This design comes from an exercise in tuning for small area, a short achievable clock period and few clock cycles per item on the open sky130 flow, not from production work.
At most, simulation tests tie the RTL to the original design; equivalence was not proved.
Function not checked in runs 1 and 2: the RTL went through the layout flow alone.
Power and IR drop assume default switching activity.

[design/flow/design.v]
`timescale 1ns / 1ps
module tti_cfg (
	input  logic              clk,
	input  logic              arst_n,
	input  logic              cfg_valid,
	output logic              cfg_ready,
	input  logic [1:0]        cfg_index,
	input  logic [63:0]       cfg_data,
	output logic [15:0][7:0]  alpha,
	output logic [4:0]        radix,
	output logic [1:0]        written,
	output logic              cfg_fire
);
	logic [15:0][7:0] alpha_q;
	assign cfg_ready = 1'b1;
	assign cfg_fire  = cfg_valid;
	always_ff @(posedge clk) begin
		if (cfg_valid && (cfg_index == 2'd0))
			for (int k = 0; k < 8; k++) alpha_q[k] <= cfg_data[8*k +: 8];
		if (cfg_valid && (cfg_index == 2'd1))
			for (int k = 0; k < 8; k++) alpha_q[8+k] <= cfg_data[8*k +: 8];
	end
	always_ff @(posedge clk or negedge arst_n) begin
		if (!arst_n) begin
			radix   <= '0;
			written <= '0;
		end else if (cfg_valid) begin
			if (cfg_index == 2'd0) written[0] <= 1'b1;
			if (cfg_index == 2'd1) written[1] <= 1'b1;
			if (cfg_index == 2'd2) radix <= cfg_data[4:0];
		end
	end
	assign alpha = alpha_q;
endmodule
`timescale 1ns / 1ps
module tti_parse (
	input  logic              clk,
	input  logic              arst_n,
	input  logic              chars_valid,
	output logic              chars_ready,
	input  logic [7:0]        chars_ch,
	output logic              result_valid,
	input  logic              result_ready,
	output logic [31:0]       result_value,
	output logic              result_base_ok,
	input  logic [15:0][7:0]  alpha,
	input  logic [4:0]        radix,
	input  logic [1:0]        written,
	input  logic              cfg_fire
);
	localparam logic [1:0] PH_SPACE = 2'd0;
	localparam logic [1:0] PH_SIGN  = 2'd1;
	localparam logic [1:0] PH_DIGIT = 2'd2;
	localparam logic [1:0] PH_STOP  = 2'd3;
	logic       busy_q;      
	logic [3:0] row_q;       
	logic       bad_q;       
	logic       ok_q;        
	logic       a_v;         
	logic       a_row;       
	logic [3:0] a_idx;
	logic       a_hit, a_nul, a_space, a_sign, a_minus;
	logic [1:0]  ph_q;
	logic        neg_q;
	logic [31:0] acc_q;
	logic        res_q;
	logic        b_fire, a_free, a_load;
	logic [7:0]  x;
	logic [15:0] en, match;
	logic [3:0]  idx;
	logic        radix_ok, last_row, row_bad;
	assign radix_ok = (radix >= 5'd2) && (radix <= 5'd16);
	assign last_row = ({1'b0, row_q} + 5'd1 == radix) || (row_q == 4'd15);
	assign b_fire      = a_v && (!res_q || result_ready);
	assign a_free      = !a_v || b_fire;
	assign chars_ready = a_free && !busy_q;
	assign a_load      = a_free;
	assign x = busy_q ? alpha[row_q] : chars_ch;
	always_comb begin
		for (int k = 0; k < 16; k++) begin
			en[k]    = (5'(k) < radix) && !(busy_q && (row_q == 4'(k)));
			match[k] = en[k] && (alpha[k] == x);
		end
		idx = '0;
		for (int k = 0; k < 16; k++)
			if (match[k]) idx = idx | 4'(k);
	end
	always_ff @(posedge clk) begin
		if (a_load) begin
			a_idx   <= idx;
			a_hit   <= |match;
			a_nul   <= (x == 8'h00);
			a_space <= ((x >= 8'h09) && (x <= 8'h0D)) || (x == 8'h20);
			a_sign  <= (x == 8'h2B) || (x == 8'h2D);
			a_minus <= (x == 8'h2D);
		end
	end
	assign row_bad = a_hit || a_nul || a_space || a_sign;
	always_ff @(posedge clk or negedge arst_n) begin
		if (!arst_n) begin
			busy_q <= 1'b0;
			row_q  <= '0;
			bad_q  <= 1'b0;
			ok_q   <= 1'b0;
			a_v    <= 1'b0;
			a_row  <= 1'b0;
		end else begin
			if (a_load)
				a_v <= chars_valid && !busy_q;
			a_row <= busy_q && !cfg_fire;
			if (cfg_fire) begin
				busy_q <= 1'b1;
				row_q  <= '0;
				bad_q  <= 1'b0;
				ok_q   <= 1'b0;
			end else begin
				if (busy_q) begin
					row_q <= row_q + 4'd1;
					if (last_row)
						busy_q <= 1'b0;
				end
				if (a_row) begin
					bad_q <= bad_q || row_bad;
					if (!busy_q)
						ok_q <= !bad_q && !row_bad && radix_ok && written[0] && ((radix <= 5'd8) || written[1]);
				end
			end
		end
	end
	logic        in_dig, is_dig, upd, dig_ev;
	logic [4:0]  r_eff_q;
	logic [1:0]  ph_n;
	logic        out_neg;
	assign in_dig = (ph_q == PH_DIGIT);
	assign is_dig = a_hit && ok_q;
	always_comb begin
		upd    = 1'b0;
		dig_ev = 1'b0;
		ph_n   = ph_q;
		if (a_nul) begin
			upd  = (ph_q == PH_SPACE) || (ph_q == PH_SIGN);
			ph_n = PH_SPACE;
		end else if ((ph_q == PH_SPACE) && a_space) begin
		end else if (((ph_q == PH_SPACE) || (ph_q == PH_SIGN)) && a_sign) begin
			ph_n = PH_SIGN;
		end else if (ph_q != PH_STOP) begin
			if (is_dig) begin
				upd    = 1'b1;
				dig_ev = 1'b1;
				ph_n   = PH_DIGIT;
			end else begin
				upd  = !in_dig;
				ph_n = PH_STOP;
			end
		end
	end
	logic [3:0]  d;
	logic        big, t8;
	logic [2:0]  e;
	logic [5:0]  th;
	logic        c1a, c1b, c2, c3;
	logic [31:0] p0, p1, p2, p3;
	logic [31:0] s1, k1, s2, k2, mac;
	assign d   = dig_ev ? a_idx : 4'd0;
	assign big = radix[4];
	assign t8  = d[3] && !big;
	assign c3  = d[3] && big;
	assign c2  = t8 || d[2];
	assign c1a = t8 || d[1];
	assign c1b = t8;
	assign e   = t8 ? d[2:0] : {2'b0, d[0]};
	always_comb
		for (int i = 0; i < 6; i++) th[i] = (e > 3'(i));
	assign p0 = acc_q & {32{r_eff_q[0]}};
	assign p1 = {acc_q[30:0] & {31{r_eff_q[1]}}, th[0]};
	assign p2 = {acc_q[29:0] & {30{r_eff_q[2]}}, c1a, th[1]};
	assign p3 = {(acc_q[28:0] & {29{r_eff_q[3]}}) | ({acc_q[27:0], 1'b0} & {29{r_eff_q[4]}}) | {28'd0, c3}, c2, c1b, th[2]};
	assign s1 = p0 ^ p1 ^ p2;
	assign k1 = {(p0[30:0] & p1[30:0]) | (p0[30:0] & p2[30:0]) | (p1[30:0] & p2[30:0]), th[3]};
	assign s2 = s1 ^ k1 ^ p3;
	assign k2 = {(s1[30:0] & k1[30:0]) | (s1[30:0] & p3[30:0]) | (k1[30:0] & p3[30:0]), th[4]};
	assign mac = s2 + k2 + {31'd0, th[5]};
	always_ff @(posedge clk) begin
		if (b_fire && upd)
			acc_q <= mac;
	end
	always_ff @(posedge clk or negedge arst_n) begin
		if (!arst_n) begin
			ph_q    <= PH_SPACE;
			neg_q   <= 1'b0;
			out_neg <= 1'b0;
			r_eff_q <= '0;
			res_q   <= 1'b0;
		end else begin
			if (result_ready)
				res_q <= 1'b0;
			if (b_fire) begin
				ph_q    <= ph_n;
				r_eff_q <= (ph_n == PH_DIGIT) ? radix : 5'd0;
				if (a_nul) begin
					res_q   <= 1'b1;
					neg_q   <= 1'b0;
					out_neg <= neg_q;
				end else if (((ph_q == PH_SPACE) || (ph_q == PH_SIGN)) && a_sign) begin
					neg_q <= neg_q ^ a_minus;
				end
			end
		end
	end
	logic [31:0] low_nz;
	always_comb begin
		low_nz[0] = 1'b0;
		for (int j = 1; j < 32; j++) low_nz[j] = low_nz[j-1] | acc_q[j-1];
	end
	assign result_valid   = res_q;
	assign result_value   = acc_q ^ (low_nz & {32{out_neg}});
	assign result_base_ok = ok_q;
endmodule
`timescale 1ns / 1ps
module text_to_integer_any_base_top (
	input  logic                      clk,
	input  logic                      arst_n,
	input  logic                      chars_valid,
	output logic                      chars_ready,
	input  logic [7:0]                chars_ch,
	output logic                      result_valid,
	input  logic                      result_ready,
	output logic signed [31:0]        result_value,
	output logic                      result_base_ok,
	input  logic                      cfg_valid,
	output logic                      cfg_ready,
	input  logic [1:0]                cfg_index,
	input  logic [63:0]               cfg_data
);
	logic [15:0][7:0] alpha;
	logic [4:0]       radix;
	logic [1:0]       written;
	logic             cfg_fire;
	tti_cfg u_cfg (
		.clk       (clk),
		.arst_n    (arst_n),
		.cfg_valid (cfg_valid),
		.cfg_ready (cfg_ready),
		.cfg_index (cfg_index),
		.cfg_data  (cfg_data),
		.alpha     (alpha),
		.radix     (radix),
		.written   (written),
		.cfg_fire  (cfg_fire)
	);
	tti_parse u_parse (
		.clk            (clk),
		.arst_n         (arst_n),
		.chars_valid    (chars_valid),
		.chars_ready    (chars_ready),
		.chars_ch       (chars_ch),
		.result_valid   (result_valid),
		.result_ready   (result_ready),
		.result_value   (result_value),
		.result_base_ok (result_base_ok),
		.alpha          (alpha),
		.radix          (radix),
		.written        (written),
		.cfg_fire       (cfg_fire)
	);
endmodule
[design/flow/run.sh]
#!/bin/bash
# synth_recipe.tcl (not shown) runs the flow's synth.tcl, then flattens the netlist and writes it again
# the make line also repeats each setting of config.mk as NAME=value (left out here)
make -C /OpenROAD-flow-scripts/flow DESIGN_CONFIG=/design/flow/config.mk WORK_HOME=/design/flow/orfs CLKGATE_MAP_FILE= SYNTH_SCRIPT=/design/flow/synth_recipe.tcl finish
[design/flow/config.mk]
export PLATFORM = sky130hd
export DESIGN_NAME = text_to_integer_any_base_top
export DESIGN_NICKNAME = text_to_integer_any_base_top
export VERILOG_FILES = /design/flow/design.v
export SDC_FILE = /design/flow/constraint.sdc
export NUM_CORES = 4
export LEC_CHECK = 0
export CAP_MARGIN = 20
export CORE_MARGIN = 2
export CORE_UTILIZATION = 40
export SETUP_SLACK_MARGIN = 3.5
export SLEW_MARGIN = 20
[design/flow/constraint.sdc]
create_clock -name core_clock -period 7.0 [get_ports {clk}]
set_input_delay 1.4000 -clock core_clock [delete_from_list [all_inputs] [get_ports {clk}]]
set_output_delay 1.4000 -clock core_clock [all_outputs]
set_load 0.01 [all_outputs]
==> results of run 1 <==
[metrics by stage]
stage	std cells	area (µm²)	hold slack [ps]	setup slack, ps	util (%)
after floorplan	1520	16100	430	2140	-
after global placement	2087	17700	451	1440	45.6
after detailed placement	2088	17700	455	1410	45.6
after CTS	2203	19500	472	1370	50.2
after global routing	2246	20300	496	1380	52.2
final	2246	20300	467	1480	52.2
[state kept, by name, indices dropped and copies added, names as in the netlist]
name	count
u_cfg.alpha_q	128
u_parse.ok_q	1
u_parse.acc_q	32
u_parse.ph_q	2
u_parse.a_nul	1
u_parse.busy_q	1
u_parse.a_minus	1
u_parse.out_neg	1
u_parse.neg_q	1
u_parse.a_v	1
u_parse.row_q	4
u_parse.a_sign	1
u_parse.a_idx	4
u_parse.bad_q	1
u_parse.a_space	1
u_parse.r_eff_q	5
u_parse.a_hit	1
u_parse.res_q	1
u_cfg.written	2
u_cfg.radix	5
u_parse.a_row	1
[kinds of logic after synthesis]
group                      Yosys count  synth area share (%)
DFF                                195                  36.3
AOI/OAI and AO/OA                  334                  15.1
and+or+nand+nor                    447                  15.3
adders and majority gates           98                  10.8
other                                1                0.0238
buffers and inverters              139                  3.57
xor gates and xnor gates           237                  13.1
muxes                               69                  5.90
[power breakdown]
group          leakage [nW]  internal [mW]  switching [mW]
combinational          5.77          0.872            1.28
sequential             1.93           1.33          0.0997
clock                 0.283          0.480           0.500
total                  7.98           2.69            1.88
[layout make-up]
cell class	instances	area share, %
clock inverter	15	0.797
inverter	40	0.809
clock buffer	17	2.10
timing repair buffer	275	12.7
tap	518	3.20
multi-input combinational	1186	52.1
sequential	195	28.3
[critical path, stage by stage, from the launching register on]
cell and delay (ps):
sky130_fd_sc_hd__edfxtp_1 400, sky130_fd_sc_hd__or4_4 550, sky130_fd_sc_hd__or4_4 540, sky130_fd_sc_hd__nand4bb_4 240, sky130_fd_sc_hd__or3_4 370, sky130_fd_sc_hd__or4_4 430, sky130_fd_sc_hd__or3_4 340, sky130_fd_sc_hd__or3_4 350
sky130_fd_sc_hd__o21ai_4 150, sky130_fd_sc_hd__xnor2_2 120, sky130_fd_sc_hd__buf_2 140
[cell usage in the layout, fill, tap and decap left out, drive strengths merged, types with 46 or more instances in the layout]
| cell | Yosys | routed |
|---|---|---|
| fa | 63 | 63 |
| a21oi | 57 | 57 |
| nor2 | 68 | 68 |
| nand2 | 101 | 101 |
| xor2 | 82 | 82 |
| buf | 29 | 186 |
| edfxtp | 169 | 169 |
| clkdlybuf4s50 | 0 | 74 |
| xnor2 | 155 | 155 |
| inv | 40 | 46 |
| and2 | 94 | 94 |
| o21ai | 60 | 60 |
[layer usage]
layer | up-vias | share of wire (%) | wire, µm
met1 | 6794 | 41 | 24000
met3 | 172 | 7.0 | 4120
met4 | 0 | 5.5 | 3240
met2 | 642 | 47 | 27400
met5 | - | 0 | 0
li1 | 5990 | - | -
[what timing repair did]
item	in CTS	in global routing
gates cloned	3	1
pin swaps	54	72
setup buffers	80	42
resized for setup	241	124
endpoints found under the setup margin	73	67
[how the worst max path moves through the flow]
stage | from | to | slack [ps]
finish | u_parse.acc_q[2]$_DFFE_PP_ | result_value[31] | 1480
global route | u_parse.acc_q[2]$_DFFE_PP_ | result_value[31] | 1380
CTS | u_parse.acc_q[2]$_DFFE_PP_ | result_value[31] | 1370
detailed placement | u_parse.acc_q[3]$_DFFE_PP_ | result_value[31] | 1410
global placement | u_parse.acc_q[3]$_DFFE_PP_ | result_value[31] | 1440
floorplan | u_parse.acc_q[2]$_DFFE_PP_ | result_value[31] | 2140
==> summary.txt, run 1 <==
Run status
  • Outcome: finished clean

Floorplanning
  • Core footprint: roughly 39000 µm²
  • Height of the die: between 200 and 250 µm
  • Die area: 41100 µm²
  • Die boundary width: 203 µm
  • Row cnt: slightly above 70
  • Top-Level Pins: 115
  • Initial core utilization: slightly above 40%

Drt
  • Detailed-route wire length per cell: 26.2 µm
  • Number of vias in the routed layout: 13600
  • Total wire length after detailed routing: a little under 60000 µm
  • Number of DRC markers in iteration 0: 1093
  • DRC violations left: 0
  • Mean number of vias per cell: around 6.1
  • Remaining antenna violation count: 0
  • First-pass iteration count of the detailed router: 6

GRT
  • Maximum number of pins on one net before global-route repair: 66
  • Number of global-route vias before repair: around 13000
  • Global routing met2 resource utilization: 46.1%
  • Number of antenna violations at the first check in global routing: 1
  • Wire length of the first global-routing pass: 87600 µm
  • Most crowded layer after global routing: met2
  • Met3 Track Usage GR: 4.69%
  • GR met1 Demand/Resource: a little under two fifths
  • Global route total overflow: 0
  • Overall global routing resource usage: 28.9%

Cells and area
  • Share of post-route cells with drive strength above 1: 26.0%
  • Ant diodes: 0
  • Area of the multi-input gates: 10600 µm²
  • Fill cell instance count of the final layout: 3506
  • Post-synthesis to final-layout area growth: 28.3%
  • Area used by sequential logic in the layout: 5740 µm²
  • Net count of the finished layout: 1892

STA
  • Worst-case clock skew: 12.1 ps
  • Least-Margin Pin Slew: 959 ps
  • Setup tns final: 0 ps
  • Final count of negative-setup-slack endpoints: 0
  • Final count of pins violating max slew: 0
  • Final Hold Viols: 0
  • Unrepaired setup endpoints after global routing: yes
  • Worst slew margin relative to its limit: 36.1%
  • Top achievable clock speed: around 180 MHz
  • Clock period minus final worst setup slack: approximately 5500 ps
  • Final critical-path share of the clock period: 78.8%

Yosys
  • Leading cell types by total area after synthesis: sky130_fd_sc_hd__edfxtp_1, sky130_fd_sc_hd__xnor2_1, sky130_fd_sc_hd__fa_1, sky130_fd_sc_hd__xor2_1, sky130_fd_sc_hd__dfrtp_1
  • FFs w/ async S/R, synth: 13.3%
  • Synthesis Warnings: 2
  • Most common flop cell mapped by yosys: sky130_fd_sc_hd__edfxtp_1
  • Net count after synthesis: roughly 1700
  • Post-synthesis instance area: 15800 µm²
  • Cell with the most instances after synthesis: sky130_fd_sc_hd__edfxtp_1
  • Mean area per synthesized cell: ~10 µm²
  • Count of cell types in the netlist: 87
  • Register bit count reported by yosys: 195
  • Register area share after synthesis: 36.3%
  • Syn Inst Count: 1520
  • Area share of the largest cell type after synthesis: 32.1%
  • Number of enable-type register cells in the synthesized netlist: 169
  • Biggest area consumer among synthesized cells: sky130_fd_sc_hd__edfxtp_1
  • Most instantiated cells after synthesis: sky130_fd_sc_hd__edfxtp_1, sky130_fd_sc_hd__xnor2_1, sky130_fd_sc_hd__nand2_1

Setup path
  • Category of the worst setup path launch point: register
  • Reg-to-Reg End: u_parse.acc_q[30]$_DFFE_PP_
  • Crit path kind: register to output pin
  • Max FO, Critical Path: 3
  • Required time at the worst-slack endpoint: 5600 ps
  • Type of element capturing the critical path: output pin
  • Crit path DAT: 4120 ps
  • Beginning of the worst register-to-register path: u_parse.a_sign$_DFFE_PN_
  • Path depth of the worst reg2reg path: 22
  • Reg-to-reg slack, setup: 1940 ps

Clock network
  • TritonCTS Buffers: 17
  • Root Buffer Master: sky130_fd_sc_hd__clkbuf_16
  • Clock input transition at the sequential cells of the worst setup and hold paths: 80 ps
  • CTS Hold Buffers Added: 0
  • TritonCTS clock tree: built
  • Maximum count of clock buffers along a single path: 2
  • Clock net sink count: 195
  • Skew-Pair Late Insertion Delay: 470 ps
  • Maximum level of the CTS H-tree: 4

Power
  • PwrDens: 226 nW/µm²
  • Power, Total: 4.57 mW
  • Largest vdd supply drop: 0.189 mV
  • Static power due to leakage: 7.98 nW

Placement
  • Routability-driven placement congestion ratio: 1.03
  • Port buffer count: between 100 and 150
  • Detailed placement HPWL: 42300 µm

Hold path
  • Worst Hold Path EP: u_cfg.written[0]$_DFFE_PN0P_
  • Number of cells on the worst hold path: 1
  • Worst min path class: register to register
  • Worst min-delay path startpoint: u_cfg.written[0]$_DFFE_PN0P_

Run
  • Count of max-cap constraint violations: 0
==> run 2: changes to the inputs <==
--- a/design/flow/design.v
+++ b/design/flow/design.v
@@ -128,16 +128,13 @@
 		end
 	end
-	logic        in_dig, is_dig, upd, dig_ev;
+	logic        in_dig, is_dig, dig_ev, hd_q, out_has, out_neg;
 	logic [4:0]  r_eff_q;
 	logic [1:0]  ph_n;
-	logic        out_neg;
 	assign in_dig = (ph_q == PH_DIGIT);
 	assign is_dig = a_hit && ok_q;
 	always_comb begin
-		upd    = 1'b0;
 		dig_ev = 1'b0;
 		ph_n   = ph_q;
 		if (a_nul) begin
-			upd  = (ph_q == PH_SPACE) || (ph_q == PH_SIGN);
 			ph_n = PH_SPACE;
 		end else if ((ph_q == PH_SPACE) && a_space) begin
@@ -146,9 +143,7 @@
 		end else if (ph_q != PH_STOP) begin
 			if (is_dig) begin
-				upd    = 1'b1;
 				dig_ev = 1'b1;
 				ph_n   = PH_DIGIT;
 			end else begin
-				upd  = !in_dig;
 				ph_n = PH_STOP;
 			end
@@ -162,5 +157,5 @@
 	logic [31:0] p0, p1, p2, p3;
 	logic [31:0] s1, k1, s2, k2, mac;
-	assign d   = dig_ev ? a_idx : 4'd0;
+	assign d   = a_idx;
 	assign big = radix[4];
 	assign t8  = d[3] && !big;
@@ -182,5 +177,5 @@
 	assign mac = s2 + k2 + {31'd0, th[5]};
 	always_ff @(posedge clk) begin
-		if (b_fire && upd)
+		if (b_fire && dig_ev)
 			acc_q <= mac;
 	end
@@ -190,4 +185,6 @@
 			neg_q   <= 1'b0;
 			out_neg <= 1'b0;
+			out_has <= 1'b0;
+			hd_q    <= 1'b0;
 			r_eff_q <= '0;
 			res_q   <= 1'b0;
@@ -198,8 +195,12 @@
 				ph_q    <= ph_n;
 				r_eff_q <= (ph_n == PH_DIGIT) ? radix : 5'd0;
+				if (dig_ev)
+					hd_q <= 1'b1;
 				if (a_nul) begin
 					res_q   <= 1'b1;
 					neg_q   <= 1'b0;
+					hd_q    <= 1'b0;
 					out_neg <= neg_q;
+					out_has <= hd_q;
 				end else if (((ph_q == PH_SPACE) || (ph_q == PH_SIGN)) && a_sign) begin
 					neg_q <= neg_q ^ a_minus;
@@ -208,11 +209,13 @@
 		end
 	end
-	logic [31:0] low_nz;
+	logic [5:0][31:0] nz;
 	always_comb begin
-		low_nz[0] = 1'b0;
-		for (int j = 1; j < 32; j++) low_nz[j] = low_nz[j-1] | acc_q[j-1];
+		nz[0] = {acc_q[30:0], 1'b0};
+		for (int l = 0; l < 5; l++)
+			for (int j = 0; j < 32; j++)
+				nz[l+1][j] = (j >= (1 << l)) ? (nz[l][j] | nz[l][j - (1 << l)]) : nz[l][j];
 	end
 	assign result_valid   = res_q;
-	assign result_value   = acc_q ^ (low_nz & {32{out_neg}});
+	assign result_value   = (acc_q ^ (nz[5] & {32{out_neg}})) & {32{out_has}};
 	assign result_base_ok = ok_q;
 endmodule
==> summary.txt, run 2 <==
Floorplanning
  • Top-Level Pins: 115
  • Core footprint: around 39000 µm²
  • Row cnt: just over 70
  • Height of the die: 202 µm
  • Die area: 40900 µm²
  • Initial core utilization: 40.6%
  • Die boundary width: between 200 and 250 µm

Cells and area
  • Ant diodes: 0
  • Fill cell instance count of the final layout: 3417
  • Post-synthesis to final-layout area growth: 27.6%
  • Net count of the finished layout: 1820
  • Share of post-route cells with drive strength above 1: 26.0%
  • Area used by sequential logic in the layout: 5800 µm²
  • Top Registers: u_cfg.alpha_q: 128 flops, u_parse.acc_q: 32 flops
  • Most common cell after layout, fill and taps aside: sky130_fd_sc_hd__edfxtp_1
  • Post-route cell area: 20100 µm²
  • Flip-flop count of the largest register, all copies and words added: 128
  • Largest Register: u_cfg.alpha_q
  • Area of the multi-input gates: 10400 µm²
  • Commonest cells after routing, fill and taps aside: sky130_fd_sc_hd__edfxtp_1, sky130_fd_sc_hd__xnor2_1, sky130_fd_sc_hd__and2_1

GRT
  • Number of antenna violations at the first check in global routing: 0
  • Number of global-route vias before repair: 13000
  • Overall global routing resource usage: 25.1%
  • Wire length of the first global-routing pass: 78300 µm
  • Global route total overflow: 0
  • Maximum number of pins on one net before global-route repair: between 60 and 70

STA
  • Final Hold Viols: 0
  • Final count of pins violating max slew: 0
  • Final critical-path share of the clock period: 75.9%
  • Setup tns final: 0 ps
  • Final count of negative-setup-slack endpoints: 0
  • Top achievable clock speed: ~190 MHz
  • Smallest hold slack: about 470 ps
  • Least-Margin Pin Slew: 945 ps
  • Worst-case clock skew: about 9.1 ps
  • Clock period minus final worst setup slack: 5320 ps
  • Worst slew margin relative to its limit: between 30% and 40%
  • Unrepaired setup endpoints after global routing: yes

Run
  • Count of max-cap constraint violations: 0

Drt
  • Mean number of vias per cell: 5.87
  • Remaining antenna violation count: 0
  • First-pass iteration count of the detailed router: 5
  • DRC violations left: 0
  • Detailed-route wire length per cell: about 24 µm
  • Number of vias in the routed layout: 12800
  • Number of DRC markers in iteration 0: 1202
  • Total wire length after detailed routing: 51200 µm

Setup path
  • Cell Chain, Critical Path: or4_4, nor4_4, nor4b_4, nand4b_1, or4_4, buf_6, buf_6, buf_6, buf_6, buf_6, buf_6, o31ai_4, xnor2_1, and2_1, buf_2
  • Crit path DAT: around 3900 ps
  • Category of the worst setup path launch point: register
  • Reg-to-reg slack, setup: between 2000 and 3000 ps
  • Max incr delay on CP: 600 ps
  • Required time at the worst-slack endpoint: 5600 ps
  • Type of element capturing the critical path: output pin
  • CP most frequent cell: sky130_fd_sc_hd__buf_6
  • Critical-path top delay cell: sky130_fd_sc_hd__or4_4
  • Crit path kind: register to output pin
  • Max FO, Critical Path: 3

Clock network
  • Clock net sink count: 197
  • Skew-Pair Late Insertion Delay: approximately 450 ps
  • CTS Hold Buffers Added: 0
  • Root Buffer Master: sky130_fd_sc_hd__clkbuf_16
  • Clock input transition at the sequential cells of the worst setup and hold paths: roughly 80 ps
  • Maximum count of clock buffers along a single path: 2
  • TritonCTS Buffers: 17
  • Maximum level of the CTS H-tree: 4
  • TritonCTS clock tree: built

Yosys
  • Register bit count reported by yosys: about 200
  • Number of enable-type register cells in the synthesized netlist: 169
  • Syn Inst Count: between 1000 and 1500
  • Synthesis Warnings: 2
  • Mean area per synthesized cell: ~11 µm²
  • Register area share after synthesis: a little under two fifths
  • Post-synthesis instance area: 15700 µm²
  • FFs w/ async S/R, synth: ~14%
  • Leading cell types by total area after synthesis: sky130_fd_sc_hd__edfxtp_1, sky130_fd_sc_hd__xnor2_1, sky130_fd_sc_hd__fa_1, sky130_fd_sc_hd__mux4_2, sky130_fd_sc_hd__and2_1
  • Most common flop cell mapped by yosys: sky130_fd_sc_hd__edfxtp_1
  • Biggest area consumer among synthesized cells: sky130_fd_sc_hd__edfxtp_1
  • Cell with the most instances after synthesis: sky130_fd_sc_hd__edfxtp_1
  • Count of cell types in the netlist: 85
  • Net count after synthesis: 1632
  • Most instantiated cells after synthesis: sky130_fd_sc_hd__edfxtp_1, sky130_fd_sc_hd__xnor2_1, sky130_fd_sc_hd__and2_1
  • Area share of the largest cell type after synthesis: 32.3%

Hold path
  • Worst min path class: register to register

Placement
  • Detailed placement HPWL: 35300 µm
  • Port buffer count: 113
  • Area after DPL: 17400 µm²
  • Routability-driven placement congestion ratio: between 0.9 and 1

Power
  • PwrDens: 217 nW/µm²
  • Static power due to leakage: 7.67 nW
  • Largest vdd supply drop: between 0.15 and 0.2 mV

Run status
  • Outcome: finished clean
run 2: cell types whose count changed after synthesis, moves of 9 or more:
cell / before / now
sky130_fd_sc_hd__and2_1: 88 / 114
sky130_fd_sc_hd__nand2_1: 101 / 79
sky130_fd_sc_hd__mux4_2: 18 / 36
sky130_fd_sc_hd__mux2i_1: 41 / 24
sky130_fd_sc_hd__a22oi_1: 17 / 5
sky130_fd_sc_hd__buf_2: 6 / 17
sky130_fd_sc_hd__a211oi_1: 6 / 16
sky130_fd_sc_hd__and3_1: 12 / 2
sky130_fd_sc_hd__a21oi_1: 57 / 48
run 2: cells by family (layout without fill, tap and decap cells):
kind of cell,count (synthesis),in the layout,share of synthesized area [%]
other,1,1,0.0238
buffers and inverters,138,339,3.67
multiplexers,74,74,7.77
AO/OA/AOI/OAI,306,306,13.9
adder cells (fa/ha/maj),98,98,10.9
XOR/XNOR,229,229,12.8
AND/OR/NAND/NOR,412,412,14.4
flip-flops,197,197,36.7
run 2: critical path, delay by kind of cell, from the launching register on:
family | cells | cell delay (ps)
buf+inv | 7 | 780
flops | 1 | 400
compound gates | 1 | 180
xor+xnor | 1 | 140
simple gates | 6 | 1960
run 2: metal layers:
metal  vias to the layer above  track usage (%)  part of all wire (%)
met3                       160             3.81                   5.9
met1                      6373             31.3                    40
met5                         -                0                     0
li1                       5691                -                     -
met2                       532             42.4                    49
met4                         0             12.7                   5.1
run 2: what timing repair did:
| item | in CTS | in global routing |
|---|---|---|
| pin swaps | 61 | 43 |
| cloned | 3 | 0 |
| buffers inserted | 122 | 11 |
| endpoints found under the hold margin | 0 | 0 |
| setup endpoints to repair | 73 | 108 |
| gates resized for setup | 286 | 84 |
run 2: layout make-up:
cell class / instances / share of cell area, %
clock buffer: 24 / 2.46
clock inverter: 8 / 0.318
inverter: 38 / 0.755
multi-input combinational: 1120 / 51.7
sequential: 197 / 28.9
tap: 518 / 3.23
timing repair buffer: 269 / 12.6
run 2: worst paths after layout:
kind / depth (start not counted) / endpoint / startpoint
max in group asynchronous: 2 / u_parse.row_q[2]$_DFFE_PN0P_ / arst_n
worst max-delay path: 15 / result_value[26] / u_parse.acc_q[3]$_DFFE_PP_
worst min register to register: 1 / u_cfg.written[0]$_DFFE_PN0P_ / u_cfg.written[0]$_DFFE_PN0P_
min in group asynchronous: 2 / u_parse.out_has$_DFFE_PN0P_ / arst_n
worst max register to register: 17 / u_parse.acc_q[30]$_DFFE_PP_ / u_parse.a_idx[3]$_SDFFCE_PP1N_
worst min-delay path: 1 / u_cfg.written[0]$_DFFE_PN0P_ / u_cfg.written[0]$_DFFE_PN0P_
run 2: through the flow:
stage	total power, mW	worst slack, ps	std cells	utilization [%]
3_5_place_dp	2.97	1550	2006	44.8
5_1_grt	4.51	1520	2174	51.8
2_1_floorplan	2.52	2400	1455	-
4_1_cts	4.26	1550	2163	50.7
6_report	4.35	1680	2174	51.8
3_3_place_gp	2.96	1560	2006	44.8
run 2: where the power goes:
| part | leakage (nW) | switching (mW) | internal [mW] |
|---|---|---|---|
| logic | 5.42 | 1.07 | 0.870 |
| clock network | 0.278 | 0.454 | 0.502 |
| registers | 1.97 | 0.106 | 1.35 |
| total | 7.67 | 1.63 | 2.72 |
==> run 3: changes to the inputs <==
--- a/design/flow/design.v
+++ b/design/flow/design.v
@@ -128,13 +128,18 @@
 		end
 	end
-	logic        in_dig, is_dig, dig_ev, hd_q, out_has, out_neg;
+	logic        in_dig, is_dig, upd, dig_ev;
 	logic [4:0]  r_eff_q;
 	logic [1:0]  ph_n;
+	logic        t_neg;
+	logic [31:0] p0, p1, p2, p3, tx;
+	logic [31:0] s1, k1, s2, k2, s3, k3, mac;
 	assign in_dig = (ph_q == PH_DIGIT);
 	assign is_dig = a_hit && ok_q;
 	always_comb begin
+		upd    = 1'b0;
 		dig_ev = 1'b0;
 		ph_n   = ph_q;
 		if (a_nul) begin
+			upd  = (ph_q == PH_SPACE) || (ph_q == PH_SIGN);
 			ph_n = PH_SPACE;
 		end else if ((ph_q == PH_SPACE) && a_space) begin
@@ -143,39 +148,28 @@
 		end else if (ph_q != PH_STOP) begin
 			if (is_dig) begin
+				upd    = 1'b1;
 				dig_ev = 1'b1;
 				ph_n   = PH_DIGIT;
 			end else begin
+				upd  = !in_dig;
 				ph_n = PH_STOP;
 			end
 		end
 	end
-	logic [3:0]  d;
-	logic        big, t8;
-	logic [2:0]  e;
-	logic [5:0]  th;
-	logic        c1a, c1b, c2, c3;
-	logic [31:0] p0, p1, p2, p3;
-	logic [31:0] s1, k1, s2, k2, mac;
-	assign d   = a_idx;
-	assign big = radix[4];
-	assign t8  = d[3] && !big;
-	assign c3  = d[3] && big;
-	assign c2  = t8 || d[2];
-	assign c1a = t8 || d[1];
-	assign c1b = t8;
-	assign e   = t8 ? d[2:0] : {2'b0, d[0]};
-	always_comb
-		for (int i = 0; i < 6; i++) th[i] = (e > 3'(i));
-	assign p0 = acc_q & {32{r_eff_q[0]}};
-	assign p1 = {acc_q[30:0] & {31{r_eff_q[1]}}, th[0]};
-	assign p2 = {acc_q[29:0] & {30{r_eff_q[2]}}, c1a, th[1]};
-	assign p3 = {(acc_q[28:0] & {29{r_eff_q[3]}}) | ({acc_q[27:0], 1'b0} & {29{r_eff_q[4]}}) | {28'd0, c3}, c2, c1b, th[2]};
-	assign s1 = p0 ^ p1 ^ p2;
-	assign k1 = {(p0[30:0] & p1[30:0]) | (p0[30:0] & p2[30:0]) | (p1[30:0] & p2[30:0]), th[3]};
-	assign s2 = s1 ^ k1 ^ p3;
-	assign k2 = {(s1[30:0] & k1[30:0]) | (s1[30:0] & p3[30:0]) | (k1[30:0] & p3[30:0]), th[4]};
-	assign mac = s2 + k2 + {31'd0, th[5]};
+	assign t_neg = dig_ev && neg_q;
+	assign tx  = {{28{t_neg}}, (dig_ev ? a_idx : 4'd0) ^ {4{t_neg}}};
+	assign p0  = acc_q & {32{r_eff_q[0]}};
+	assign p1  = {acc_q[30:0], 1'b0} & {32{r_eff_q[1]}};
+	assign p2  = {acc_q[29:0], 2'b0} & {32{r_eff_q[2]}};
+	assign p3  = ({acc_q[28:0], 3'b0} & {32{r_eff_q[3]}}) | ({acc_q[27:0], 4'b0} & {32{r_eff_q[4]}});
+	assign s1  = p0 ^ p1 ^ p2;
+	assign k1  = {(p0[30:0] & p1[30:0]) | (p0[30:0] & p2[30:0]) | (p1[30:0] & p2[30:0]), 1'b0};
+	assign s2  = s1 ^ k1 ^ p3;
+	assign k2  = {(s1[30:0] & k1[30:0]) | (s1[30:0] & p3[30:0]) | (k1[30:0] & p3[30:0]), 1'b0};
+	assign s3  = s2 ^ k2 ^ tx;
+	assign k3  = {(s2[30:0] & k2[30:0]) | (s2[30:0] & tx[30:0]) | (k2[30:0] & tx[30:0]), t_neg};
+	assign mac = s3 + k3;
 	always_ff @(posedge clk) begin
-		if (b_fire && dig_ev)
+		if (b_fire && upd)
 			acc_q <= mac;
 	end
@@ -184,7 +178,4 @@
 			ph_q    <= PH_SPACE;
 			neg_q   <= 1'b0;
-			out_neg <= 1'b0;
-			out_has <= 1'b0;
-			hd_q    <= 1'b0;
 			r_eff_q <= '0;
 			res_q   <= 1'b0;
@@ -195,13 +186,8 @@
 				ph_q    <= ph_n;
 				r_eff_q <= (ph_n == PH_DIGIT) ? radix : 5'd0;
-				if (dig_ev)
-					hd_q <= 1'b1;
 				if (a_nul) begin
-					res_q   <= 1'b1;
-					neg_q   <= 1'b0;
-					hd_q    <= 1'b0;
-					out_neg <= neg_q;
-					out_has <= hd_q;
-				end else if (((ph_q == PH_SPACE) || (ph_q == PH_SIGN)) && a_sign) begin
+					res_q <= 1'b1;
+					neg_q <= 1'b0;
+				end else if (((ph_q == PH_SPACE) || (ph_q == PH_SIGN)) && a_sign && !((ph_q == PH_SPACE) && a_space)) begin
 					neg_q <= neg_q ^ a_minus;
 				end
@@ -209,13 +195,6 @@
 		end
 	end
-	logic [5:0][31:0] nz;
-	always_comb begin
-		nz[0] = {acc_q[30:0], 1'b0};
-		for (int l = 0; l < 5; l++)
-			for (int j = 0; j < 32; j++)
-				nz[l+1][j] = (j >= (1 << l)) ? (nz[l][j] | nz[l][j - (1 << l)]) : nz[l][j];
-	end
 	assign result_valid   = res_q;
-	assign result_value   = (acc_q ^ (nz[5] & {32{out_neg}})) & {32{out_has}};
+	assign result_value   = acc_q;
 	assign result_base_ok = ok_q;
 endmodule
--- a/design/flow/config.mk
+++ b/design/flow/config.mk
@@ -9,4 +9,4 @@
 export CORE_MARGIN = 2
 export CORE_UTILIZATION = 40
-export SETUP_SLACK_MARGIN = 3.5
+export SETUP_SLACK_MARGIN = 5.0
 export SLEW_MARGIN = 20
==> summary.txt, run 3 <==
Clock network
  • Maximum level of the CTS H-tree: 4
  • Clock input transition at the sequential cells of the worst setup and hold paths: 80 ps
  • Maximum count of clock buffers along a single path: 2
  • TritonCTS clock tree: built
  • Root Buffer Master: sky130_fd_sc_hd__clkbuf_16
  • Skew-Pair Late Insertion Delay: 460 ps
  • Clock net sink count: approximately 190
  • CTS Hold Buffers Added: 0
  • TritonCTS Buffers: 17

Cells and area
  • Fill cell instance count of the final layout: between 2000 and 3000
  • Final cell count without fillers: 2047
  • Ant diodes: 0
  • Largest Register: u_cfg.alpha_q
  • Most common cell after layout, fill and taps aside: sky130_fd_sc_hd__edfxtp_1
  • Post-synthesis to final-layout area growth: 48.4%
  • Net count of the finished layout: 1784
  • Flip-flop count of the largest register, all copies and words added: ~130
  • Share of post-route cells with drive strength above 1: between 30 and 40%
  • Commonest cells after routing, fill and taps aside: sky130_fd_sc_hd__edfxtp_1, sky130_fd_sc_hd__buf_4, sky130_fd_sc_hd__buf_6
  • Post-route cell area: roughly 21000 µm²
  • Top Registers: u_cfg.alpha_q: 128 flops, u_parse.acc_q: 32 flops

Yosys
  • FFs w/ async S/R, synth: 12.9%
  • Register area share after synthesis: 40.7%
  • Register bit count reported by yosys: 194
  • Most common flop cell mapped by yosys: sky130_fd_sc_hd__edfxtp_1
  • Count of cell types in the netlist: slightly below 80
  • Syn Inst Count: 1231
  • Leading cell types by total area after synthesis: sky130_fd_sc_hd__edfxtp_1, sky130_fd_sc_hd__fa_1, sky130_fd_sc_hd__xnor2_1, sky130_fd_sc_hd__xor2_1, sky130_fd_sc_hd__dfrtp_1
  • Synthesis Warnings: 2
  • Mean area per synthesized cell: 11.4 µm²
  • Post-synthesis instance area: 14000 µm²
  • Cell with the most instances after synthesis: sky130_fd_sc_hd__edfxtp_1
  • Number of enable-type register cells in the synthesized netlist: 169
  • Most instantiated cells after synthesis: sky130_fd_sc_hd__edfxtp_1, sky130_fd_sc_hd__nand2_1, sky130_fd_sc_hd__xnor2_1
  • Net count after synthesis: 1436
  • Area share of the largest cell type after synthesis: 36.2%
  • Biggest area consumer among synthesized cells: sky130_fd_sc_hd__edfxtp_1

Setup path
  • CP most frequent cell: sky130_fd_sc_hd__fa_1
  • Critical-path top delay cell: sky130_fd_sc_hd__fa_2
  • Source of the critical timing path: u_parse.r_eff_q[0]$_DFFE_PN0P_
  • Reg-to-reg slack, setup: 2480 ps
  • Max incr delay on CP: 590 ps
  • Category of the worst setup path launch point: register
  • Max FO, Critical Path: 6
  • Number of buffers and inverters on the critical path: 3
  • Crit-path leading delay family: adder cells
  • Cell Chain, Critical Path: buf_6, nand2_4, fa_1, fa_1, inv_2, fa_2, ha_4, nand3_2, o211ai_1, buf_4, o41ai_4, o21ai_2, a41oi_2, nand2_2, a21o_1, a221oi_2, xnor2_1
  • Reg-to-Reg End: u_parse.acc_q[30]$_DFFE_PP_
  • Beginning of the worst register-to-register path: u_parse.r_eff_q[0]$_DFFE_PN0P_
  • Required time at the worst-slack endpoint: 7190 ps
  • Path depth of the worst reg2reg path: 17
  • Crit path kind: register to register
  • Type of element capturing the critical path: register
  • Crit path DAT: between 4000 and 5000 ps
  • Critical path depth in cells: 17

STA
  • Slack of the critical path: 2480 ps
  • Least-Margin Pin Slew: 656 ps
  • Final count of negative-setup-slack endpoints: 0
  • Unrepaired setup endpoints after global routing: yes
  • Final Hold Viols: 0
  • Smallest hold slack: 484 ps
  • Final critical-path share of the clock period: 64.5%
  • Setup tns final: 0 ps
  • Final count of pins violating max slew: 0
  • Clock period minus final worst setup slack: 4520 ps
  • Worst-case clock skew: 15.9 ps
  • Worst slew margin relative to its limit: 56.2%
  • Top achievable clock speed: 221 MHz

Placement
  • Detailed placement HPWL: 27500 µm
  • Routability-driven placement congestion ratio: 0.896
  • Minimum setup slack after placement: 1650 ps
  • Area after DPL: roughly 16000 µm²
  • Cell total after placement: 1756
  • Port buffer count: 113

Hold path
  • Worst min-delay path startpoint: u_cfg.written[0]$_DFFE_PN0P_
  • Worst min path class: register to register
  • Worst Hold Path EP: u_cfg.written[0]$_DFFE_PN0P_
  • Number of cells on the worst hold path: 1

Drt
  • First-pass iteration count of the detailed router: 9
  • Detailed-route wire length per cell: 22.5 µm
  • Remaining antenna violation count: 0
  • Mean number of vias per cell: between 5 and 6
  • Number of DRC markers in iteration 0: around 980
  • Number of vias in the routed layout: 11500
  • DRC violations left: 0
  • Total wire length after detailed routing: 46100 µm

Floorplanning
  • Top-Level Pins: 115
  • Core footprint: 34500 µm²
  • Row cnt: 68
  • Die boundary width: 191 µm
  • Height of the die: 191 µm
  • Die area: approximately 37000 µm²
  • Initial core utilization: approximately two fifths

Power
  • PwrDens: around 220 nW/µm²
  • Largest vdd supply drop: around 0.19 mV
  • Static power due to leakage: around 8.0 nW

GRT
  • Wire length of the first global-routing pass: ~70000 µm
  • Maximum number of pins on one net before global-route repair: 48
  • Number of global-route vias before repair: approximately 12000
  • Overall global routing resource usage: between 20 and 30%
  • Global route total overflow: 0
  • Number of antenna violations at the first check in global routing: 0

Run
  • Count of max-cap constraint violations: 0

Run status
  • Outcome: finished clean
==> run 3: cell families after synthesis <==
group	Yosys count	synth area share (%)
and+or+nand+nor	333	11.5
AOI/OAI and AO/OA	208	10.1
DFF	194	40.7
xor gates and xnor gates	173	10.8
buffers and inverters	142	4.37
adders and majority gates	126	15.9
muxes	54	6.65
other	1	0.0268
==> run 3: timing repair <==
item                       4_1_cts  5_1_grt
hold endpoints to repair         0        0
resized for setup              495      119
setup buffers                  197       44
pin swaps                      125       76
gates cloned                    16        2
setup endpoints to repair      269      196
==> run 3: cell type report <==
type | count | area (µm²) | share of cell area, %
timing repair buffer | 386 | 4230 | 20.3
timing repair inverter | 1 | 7.51 | 0.0361
clock buffer | 17 | 425 | 2.04
multi-input combinational | 896 | 9360 | 45.0
sequential | 194 | 5720 | 27.5
clock inverter | 15 | 171 | 0.824
inverter | 83 | 328 | 1.58
tap | 455 | 569 | 2.74
==> run 3: worst max-delay path by stage <==
stage | to | slack (ps)
floorplan | u_parse.acc_q[30]$_DFFE_PP_ | 2600
global placement | u_parse.acc_q[30]$_DFFE_PP_ | 1730
detailed placement | u_parse.acc_q[25]$_DFFE_PP_ | 1650
CTS | u_parse.acc_q[30]$_DFFE_PP_ | 2600
global route | u_parse.acc_q[29]$_DFFE_PP_ | 2360
finish | u_parse.acc_q[30]$_DFFE_PP_ | 2480
==> run 3: metal layers <==
layer	wire length, µm	global-route usage [%]	part of all wire (%)	vias to the layer above
met5	0	0	0	-
met3	3020	3.93	6.5	105
li1	-	-	-	5095
met1	18300	32.4	40	5820
met2	23000	42.5	50	511
met4	1730	9.76	3.7	0
==> run 3: through the flow <==
stage                     power [mW]  utilization, %
final                           4.49            60.2
after global routing            4.64            60.2
after CTS                       4.32            57.5
after detailed placement        2.69            45.8
after global placement          2.69            45.8
after floorplan                 2.40               -
==> run 3: where the power goes <==
part	switching [mW]	leakage (nW)	internal, mW	total (mW)
Clock	0.481	0.293	0.539	1.02
Combinational	1.06	5.83	0.995	2.05
Sequential	0.0840	1.92	1.33	1.41
Total	1.62	8.05	2.86	4.49
Testbench counts of run 3, summed over its fixed seeds: cycles 18,053, chars 17,357.
==> run 4: changes to the inputs <==
--- a/design/flow/config.mk
+++ b/design/flow/config.mk
@@ -9,4 +9,6 @@
 export CORE_MARGIN = 2
 export CORE_UTILIZATION = 40
+export GPL_TIMING_DRIVEN = 1
 export SETUP_SLACK_MARGIN = 5.0
 export SLEW_MARGIN = 20
+export TNS_END_PERCENT = 100
==> summary.txt, run 4 <==
Cells and area
  • Net count of the finished layout: 1784
  • Final cell count without fillers: 2047
  • Flip-flop count of the largest register, all copies and words added: 128
  • Most common cell after layout, fill and taps aside: sky130_fd_sc_hd__edfxtp_1
  • Post-synthesis to final-layout area growth: 48.4%
  • Ant diodes: 0
  • Share of post-route cells with drive strength above 1: between 30% and 40%
  • Top Registers: u_cfg.alpha_q: 128 flops, u_parse.acc_q: 32 flops
  • Commonest cells after routing, fill and taps aside: sky130_fd_sc_hd__edfxtp_1, sky130_fd_sc_hd__buf_4, sky130_fd_sc_hd__buf_6
  • Largest Register: u_cfg.alpha_q

Yosys
  • Net count after synthesis: approximately 1400
  • Number of enable-type register cells in the synthesized netlist: 169
  • Leading cell types by total area after synthesis: sky130_fd_sc_hd__edfxtp_1, sky130_fd_sc_hd__fa_1, sky130_fd_sc_hd__xnor2_1, sky130_fd_sc_hd__xor2_1, sky130_fd_sc_hd__dfrtp_1
  • Register bit count reported by yosys: 194
  • Mean area per synthesized cell: about 11 µm²
  • Synthesis Warnings: 2
  • Cell with the most instances after synthesis: sky130_fd_sc_hd__edfxtp_1
  • Register area share after synthesis: ~40%
  • Area share of the largest cell type after synthesis: 36.2%
  • Most common flop cell mapped by yosys: sky130_fd_sc_hd__edfxtp_1
  • Most instantiated cells after synthesis: sky130_fd_sc_hd__edfxtp_1, sky130_fd_sc_hd__nand2_1, sky130_fd_sc_hd__xnor2_1
  • Biggest area consumer among synthesized cells: sky130_fd_sc_hd__edfxtp_1
  • Syn Inst Count: 1231
  • Post-synthesis instance area: 14000 µm²
  • Count of cell types in the netlist: 79
  • FFs w/ async S/R, synth: 12.9%

Power
  • Largest vdd supply drop: around 0.19 mV
  • Static power due to leakage: 8.05 nW
  • Cell internal power dissipation: between 2 and 3 mW
  • Portion of total power attributed to combinational logic: 45.8%
  • P_sw: 1.62 mW
  • Switching fraction of total power: between 30 and 40%
  • PwrDens: 216 nW/µm²
  • Power share of the sequential group: around a third
  • Clk pwr share: 22.7%

Placement
  • Port buffer count: between 100 and 150
  • Cell total after placement: 1756
  • Detailed placement HPWL: 27500 µm
  • Routability-driven placement congestion ratio: 0.896

Run
  • Count of max-cap constraint violations: 0

STA
  • Top achievable clock speed: roughly 220 MHz
  • Final critical-path share of the clock period: about 65%
  • Final count of pins violating max slew: 0
  • Setup tns final: 0 ps
  • Final count of negative-setup-slack endpoints: 0
  • Unrepaired setup endpoints after global routing: yes
  • Worst-case clock skew: 15.9 ps
  • Least-Margin Pin Slew: around 660 ps
  • Clock period minus final worst setup slack: roughly 4500 ps
  • Final Hold Viols: 0
  • Worst slew margin relative to its limit: 56.2%

Drt
  • Number of DRC markers in iteration 0: 977
  • Remaining antenna violation count: 0
  • DRC violations left: 0
  • Total wire length after detailed routing: between 40000 and 50000 µm
  • Number of vias in the routed layout: roughly 12000
  • Mean number of vias per cell: 5.63
  • First-pass iteration count of the detailed router: 9
  • Detailed-route wire length per cell: 22.5 µm

GRT
  • Wire length of the first global-routing pass: slightly below 70000 µm
  • Overall global routing resource usage: 25.1%
  • Maximum number of pins on one net before global-route repair: 48
  • Number of antenna violations at the first check in global routing: 0
  • Number of global-route vias before repair: about 12000
  • Global route total overflow: 0

Clock network
  • TritonCTS Buffers: 17
  • Root Buffer Master: sky130_fd_sc_hd__clkbuf_16
  • TritonCTS clock tree: built
  • Clock input transition at the sequential cells of the worst setup and hold paths: 80 ps
  • Maximum level of the CTS H-tree: 4
  • Skew-Pair Late Insertion Delay: 460 ps
  • Maximum count of clock buffers along a single path: 2
  • Clock net sink count: 194

Hold path
  • Worst min path class: register to register

Floorplanning
  • Die boundary width: 191 µm
  • Core footprint: roughly 35000 µm²
  • Top-Level Pins: 115
  • Row cnt: 68
  • Height of the die: 191 µm
  • Die area: 36600 µm²
  • Initial core utilization: 40.6%

Setup path
  • Crit path kind: register to register
  • Type of element capturing the critical path: register
  • Category of the worst setup path launch point: register
  • Required time at the worst-slack endpoint: roughly 7200 ps
  • Crit path DAT: 4710 ps
  • Max FO, Critical Path: 6

Run status
  • Outcome: finished clean
[run 4: cell type report]
cell class	count	area, µm²
fillers	2676	13700
multi-input cells	896	9360
flip-flops and latches	194	5720
repair buffers	386	4230
well taps	455	569
clock buffers	17	425
inverters	83	328
clock inverters	15	171
repair inverters	1	7.51
[run 4: path summary, 6_finish.rpt]
kind | startpoint | slack (ps) | endpoint | cells past startpoint
worst max register to register | u_parse.r_eff_q[0]$_DFFE_PN0P_ | 2480 | u_parse.acc_q[30]$_DFFE_PP_ | 17
min in group asynchronous | arst_n | 1320 | u_cfg.radix[4]$_DFFE_PN0P_ | 2
worst min register to register | u_cfg.written[0]$_DFFE_PN0P_ | 480 | u_cfg.written[0]$_DFFE_PN0P_ | 1
worst min-delay path | u_cfg.written[0]$_DFFE_PN0P_ | 480 | u_cfg.written[0]$_DFFE_PN0P_ | 1
worst max-delay path | u_parse.r_eff_q[0]$_DFFE_PN0P_ | 2480 | u_parse.acc_q[30]$_DFFE_PP_ | 17
max in group asynchronous | arst_n | 5400 | u_parse.row_q[0]$_DFFE_PN0P_ | 2
[run 4: per-layer routing]
| layer | vias to the layer above | share of wire [%] | track usage [%] | wire [µm] |
|---|---|---|---|---|
| met5 | - | 0 | 0 | 0 |
| met4 | 0 | 3.7 | 9.76 | 1730 |
| met3 | 105 | 6.5 | 3.93 | 3020 |
| met2 | 511 | 50 | 42.5 | 23000 |
| met1 | 5820 | 40 | 32.4 | 18300 |
| li1 | 5095 | - | - | - |
[run 4: worst max-delay path, stage by stage (launching register included)]
cell	delay, ps
sky130_fd_sc_hd__dfrtp_4	570
sky130_fd_sc_hd__buf_6	170
sky130_fd_sc_hd__nand2_4	50
sky130_fd_sc_hd__fa_1	420
sky130_fd_sc_hd__fa_1	520
sky130_fd_sc_hd__inv_2	50
sky130_fd_sc_hd__fa_2	590
sky130_fd_sc_hd__ha_4	210
sky130_fd_sc_hd__nand3_2	60
sky130_fd_sc_hd__o211ai_1	110
sky130_fd_sc_hd__buf_4	170
sky130_fd_sc_hd__o41ai_4	280
sky130_fd_sc_hd__o21ai_2	150
sky130_fd_sc_hd__a41oi_2	200
sky130_fd_sc_hd__nand2_2	120
sky130_fd_sc_hd__a21o_1	200
sky130_fd_sc_hd__a221oi_2	280
sky130_fd_sc_hd__xnor2_1	100
[run 4: power groups by stage]
stage / combinational (mW) / clock, mW / sequential (mW)
after floorplan: 1.01 / 0 / 1.39
final: 2.05 / 1.02 / 1.41
after global placement: 1.25 / 0 / 1.44
after detailed placement: 1.25 / 0 / 1.45
after global routing: 2.15 / 1.07 / 1.42
after CTS: 1.88 / 1.03 / 1.41
[run 4: stage by stage]
stage / total power [mW] / instance area, µm² / utilization [%] / setup slack, ps / hold WS, ps
floorplan: 2.40 / 14400 / - / 2600 / 427
global placement: 2.69 / 15800 / 45.8 / 1730 / 454
detailed placement: 2.69 / 15800 / 45.8 / 1650 / 459
CTS: 4.32 / 19900 / 57.5 / 2600 / 483
global route: 4.64 / 20800 / 60.2 / 2360 / 506
finish: 4.49 / 20800 / 60.2 / 2480 / 484
[run 4: cell families after synthesis]
| family | synth area share [%] |
|---|---|
| mux | 6.65 |
| xor+xnor | 10.8 |
| buf+inv | 4.37 |
| flops | 40.7 |
| other cells | 0.0268 |
| compound gates | 10.1 |
| fa+ha+maj | 15.9 |
| simple gates | 11.5 |
[run 4: timing repair]
| action | 4_1_cts | 5_1_grt |
|---|---|---|
| setup buffers | 197 | 44 |
| gates cloned | 16 | 2 |
| hold buffers | 0 | 0 |
| pin swaps | 125 | 76 |
| gates resized for setup | 495 | 119 |
| endpoints found under the setup margin | 269 | 196 |
==> run 5: changes to the inputs <==
--- a/design/flow/config.mk
+++ b/design/flow/config.mk
@@ -9,6 +9,4 @@
 export CORE_MARGIN = 2
 export CORE_UTILIZATION = 40
-export GPL_TIMING_DRIVEN = 1
-export SETUP_SLACK_MARGIN = 5.0
+export SETUP_SLACK_MARGIN = 3.5
 export SLEW_MARGIN = 20
-export TNS_END_PERCENT = 100
==> summary.txt, run 5 <==
Cells and area
  • Net count of the finished layout: about 1600
  • Share of post-route cells with drive strength above 1: 21.7%
  • Flip-flop count of the largest register, all copies and words added: 128
  • Final cell count without fillers: 1874
  • Post-synthesis to final-layout area growth: 27.0%
  • Largest Register: u_cfg.alpha_q
  • Top Registers: u_cfg.alpha_q: 128 flops, u_parse.acc_q: 32 flops
  • Ant diodes: 0
  • Commonest cells after routing, fill and taps aside: sky130_fd_sc_hd__edfxtp_1, sky130_fd_sc_hd__nand2_1, sky130_fd_sc_hd__clkdlybuf4s50_1
  • Most common cell after layout, fill and taps aside: sky130_fd_sc_hd__edfxtp_1
  • End-of-flow core utilization: 51.5%
  • Post-route cell area: 17800 µm²

Yosys
  • Leading cell types by total area after synthesis: sky130_fd_sc_hd__edfxtp_1, sky130_fd_sc_hd__fa_1, sky130_fd_sc_hd__xnor2_1, sky130_fd_sc_hd__xor2_1, sky130_fd_sc_hd__dfrtp_1
  • Adder and majority cell fraction of the synthesized area: between 10% and 20%
  • Number of enable-type register cells in the synthesized netlist: 169
  • Share of cell area taken by muxes after synthesis: under 10%
  • Most common flop cell mapped by yosys: sky130_fd_sc_hd__edfxtp_1
  • Syn Inst Count: 1231
  • Synthesis Warnings: 2
  • Mean area per synthesized cell: 11.4 µm²
  • Largest family of logic cells by synthesized area: adder cells
  • Post-synthesis xor/xnor area fraction: 10.8%
  • Most instantiated cells after synthesis: sky130_fd_sc_hd__edfxtp_1, sky130_fd_sc_hd__nand2_1, sky130_fd_sc_hd__xnor2_1
  • Biggest area consumer among synthesized cells: sky130_fd_sc_hd__edfxtp_1
  • Area fraction in and, or, nand and nor cells after synthesis: 11.5%
  • Post-synthesis instance area: 14000 µm²
  • Area share of the largest cell type after synthesis: 36.2%
  • Cell with the most instances after synthesis: sky130_fd_sc_hd__edfxtp_1
  • Register bit count reported by yosys: 194
  • FFs w/ async S/R, synth: 12.9%
  • Count of cell types in the netlist: 79
  • Fraction of the mapped netlist area in compound gates: 10.1%
  • Net count after synthesis: ~1400
  • Register area share after synthesis: 40.7%

Clock network
  • Clock net sink count: between 150 and 200
  • TritonCTS clock tree: built
  • CTS Hold Buffers Added: 0
  • Clock input transition at the sequential cells of the worst setup and hold paths: about 90 ps
  • Skew-Pair Late Insertion Delay: 450 ps
  • Maximum level of the CTS H-tree: 4
  • Maximum count of clock buffers along a single path: 2
  • TritonCTS Buffers: 17
  • Root Buffer Master: sky130_fd_sc_hd__clkbuf_16

GRT
  • Global route total overflow: 0
  • Wire length of the first global-routing pass: 61900 µm
  • Maximum number of pins on one net before global-route repair: 66
  • Number of antenna violations at the first check in global routing: 0
  • Number of global-route vias before repair: 10600
  • Overall global routing resource usage: about 22%

Drt
  • Total wire length after detailed routing: 40200 µm
  • Detailed-route wire length per cell: 21.4 µm
  • Remaining antenna violation count: 0
  • Mean number of vias per cell: approximately 5.6
  • Number of vias in the routed layout: ~10000
  • Number of DRC markers in iteration 0: around 850
  • DRC violations left: 0
  • First-pass iteration count of the detailed router: 5

Placement
  • Cell total after placement: 1756
  • Area after DPL: 15700 µm²
  • Routability-driven placement congestion ratio: 0.889
  • Detailed placement HPWL: 27700 µm
  • Port buffer count: 113

Setup path
  • Crit path kind: register to register
  • Type of element capturing the critical path: register
  • Required time at the worst-slack endpoint: 7190 ps
  • Max FO, Critical Path: 13
  • Category of the worst setup path launch point: register
  • Crit path DAT: 4700 ps

Hold path
  • Worst min path class: register to register

STA
  • Top achievable clock speed: 222 MHz
  • Worst-case clock skew: 21.2 ps
  • Clock period minus final worst setup slack: 4510 ps
  • Final count of pins violating max slew: 0
  • Unrepaired setup endpoints after global routing: yes
  • Final critical-path share of the clock period: 64.4%
  • Setup tns final: 0 ps
  • Final count of negative-setup-slack endpoints: 0
  • Worst slew margin relative to its limit: 34.8%
  • Final Hold Viols: 0
  • Smallest hold slack: ~480 ps
  • Least-Margin Pin Slew: 978 ps

Floorplanning
  • Row cnt: about 70
  • Height of the die: 191 µm
  • Die boundary width: 191 µm
  • Die area: 36600 µm²
  • Top-Level Pins: 115
  • Core footprint: 34500 µm²
  • Initial core utilization: 40.6%

Power
  • Static power due to leakage: 6.70 nW
  • PwrDens: 221 nW/µm²
  • Largest vdd supply drop: 0.164 mV

Run
  • Count of max-cap constraint violations: 0

Run status
  • Outcome: finished clean
[run 5: cell type report]
class	instances	area [µm²]
tap	455	569
multi-input combinational	896	8490
inverter	83	324
fill	3027	16700
clock buffer	17	425
clock inverter	15	179
sequential	194	5720
timing repair buffer	213	2080
timing repair inverter	1	7.51
[run 5: worst max-delay path, stage by stage, from the launching register on]
cell and delay [ps]:
sky130_fd_sc_hd__dfrtp_2 430, sky130_fd_sc_hd__buf_12 140, sky130_fd_sc_hd__buf_12 140, sky130_fd_sc_hd__nand2_1 80, sky130_fd_sc_hd__fa_1 440, sky130_fd_sc_hd__fa_1 550
sky130_fd_sc_hd__inv_1 50, sky130_fd_sc_hd__fa_1 550, sky130_fd_sc_hd__ha_4 230, sky130_fd_sc_hd__a21o_1 180, sky130_fd_sc_hd__a21o_1 180, sky130_fd_sc_hd__a21oi_2 140
sky130_fd_sc_hd__o21bai_1 80, sky130_fd_sc_hd__a21o_1 210, sky130_fd_sc_hd__a2111oi_2 390, sky130_fd_sc_hd__a21boi_2 230, sky130_fd_sc_hd__a211oi_1 70, sky130_fd_sc_hd__xor2_1 160
[run 5: path summary, 6_finish.rpt]
check | startpoint | to | slack, ps | cells past startpoint
max | u_parse.r_eff_q[0]$_DFFE_PN0P_ | u_parse.acc_q[29]$_DFFE_PP_ | 2490 | 17
min | u_cfg.written[0]$_DFFE_PN0P_ | u_cfg.written[0]$_DFFE_PN0P_ | 480 | 1
max reg2reg | u_parse.r_eff_q[0]$_DFFE_PN0P_ | u_parse.acc_q[29]$_DFFE_PP_ | 2490 | 17
min reg2reg | u_cfg.written[0]$_DFFE_PN0P_ | u_cfg.written[0]$_DFFE_PN0P_ | 480 | 1
max in group asynchronous | arst_n | u_parse.row_q[3]$_DFFE_PN0P_ | 5380 | 2
min in group asynchronous | arst_n | u_cfg.written[1]$_DFFE_PN0P_ | 1330 | 2
[run 5: repair_timing]
item | 4_1_cts | 5_1_grt
gates resized for setup | 95 | 67
setup endpoints to repair | 39 | 34
cloned | 3 | 0
pin swaps | 54 | 54
buffers inserted | 62 | 21
[run 5: kinds of logic (layout without fill, tap and decap cells)]
| family | Yosys count | in the layout |
|---|---|---|
| XOR/XNOR | 173 | 173 |
| adder cells (fa/ha/maj) | 126 | 126 |
| other | 1 | 1 |
| AND/OR/NAND/NOR | 333 | 333 |
| flip-flops | 194 | 194 |
| buffers and inverters | 142 | 329 |
| multiplexers | 54 | 54 |
| AO/OA/AOI/OAI | 208 | 209 |
[run 5: stage by stage]
stage	worst slack [ps]	total power, mW
after global placement	1750	2.66
after global routing	2320	4.10
after CTS	2590	3.87
final	2490	3.93
after detailed placement	1590	2.66
after floorplan	2600	2.33
[run 5: layer usage]
metal	track usage (%)	up-vias	wire length, µm
li1	-	4755	-
met1	30.7	5326	17400
met2	37.7	356	19800
met3	3.16	43	2250
met4	5.21	0	729
met5	0	-	0
[run 5: report_power, final]
part / leakage (nW) / switching [mW] / internal, mW
clock: 0.298 / 0.506 / 0.516
sequential: 1.92 / 0.100 / 1.33
combinational: 4.49 / 0.812 / 0.669

==> re-timing with driven ports <==
In the flow no input, the clock included, has a driving cell. The finished layouts below were timed again as built, in two steps.
Step 1 sets driving cells, clkbuf_16 on the clock port and buf_2 on the other inputs (assumed; they add their load-dependent delay and slew).
Step 2 also shifts input and output timing later by t, the mid clock arrival at the registers, as if the neighbouring blocks saw the same clock.
Three values: ideal, step 1, step 2; two values: the first two.
| run | shift t [ns] | slack for setup (ns) | worst register clock-pin slew, ns |
|---|---|---|---|
| run 1 | 0.521 | 1.485 / 1.429 / 1.943 | 0.08 / 0.08 |
| run 2 | 0.494 | 1.684 / 1.632 / 2.126 | 0.08 / 0.08 |
| run 3 | 0.500 | 2.484 / 2.484 / 2.484 | 0.08 / 0.08 |
| run 4 | 0.500 | 2.484 / 2.484 / 2.484 | 0.08 / 0.08 |
| run 5 | 0.490 | 2.489 / 2.489 / 2.489 | 0.09 / 0.09 |
After both steps setup and hold are still met in every run listed.
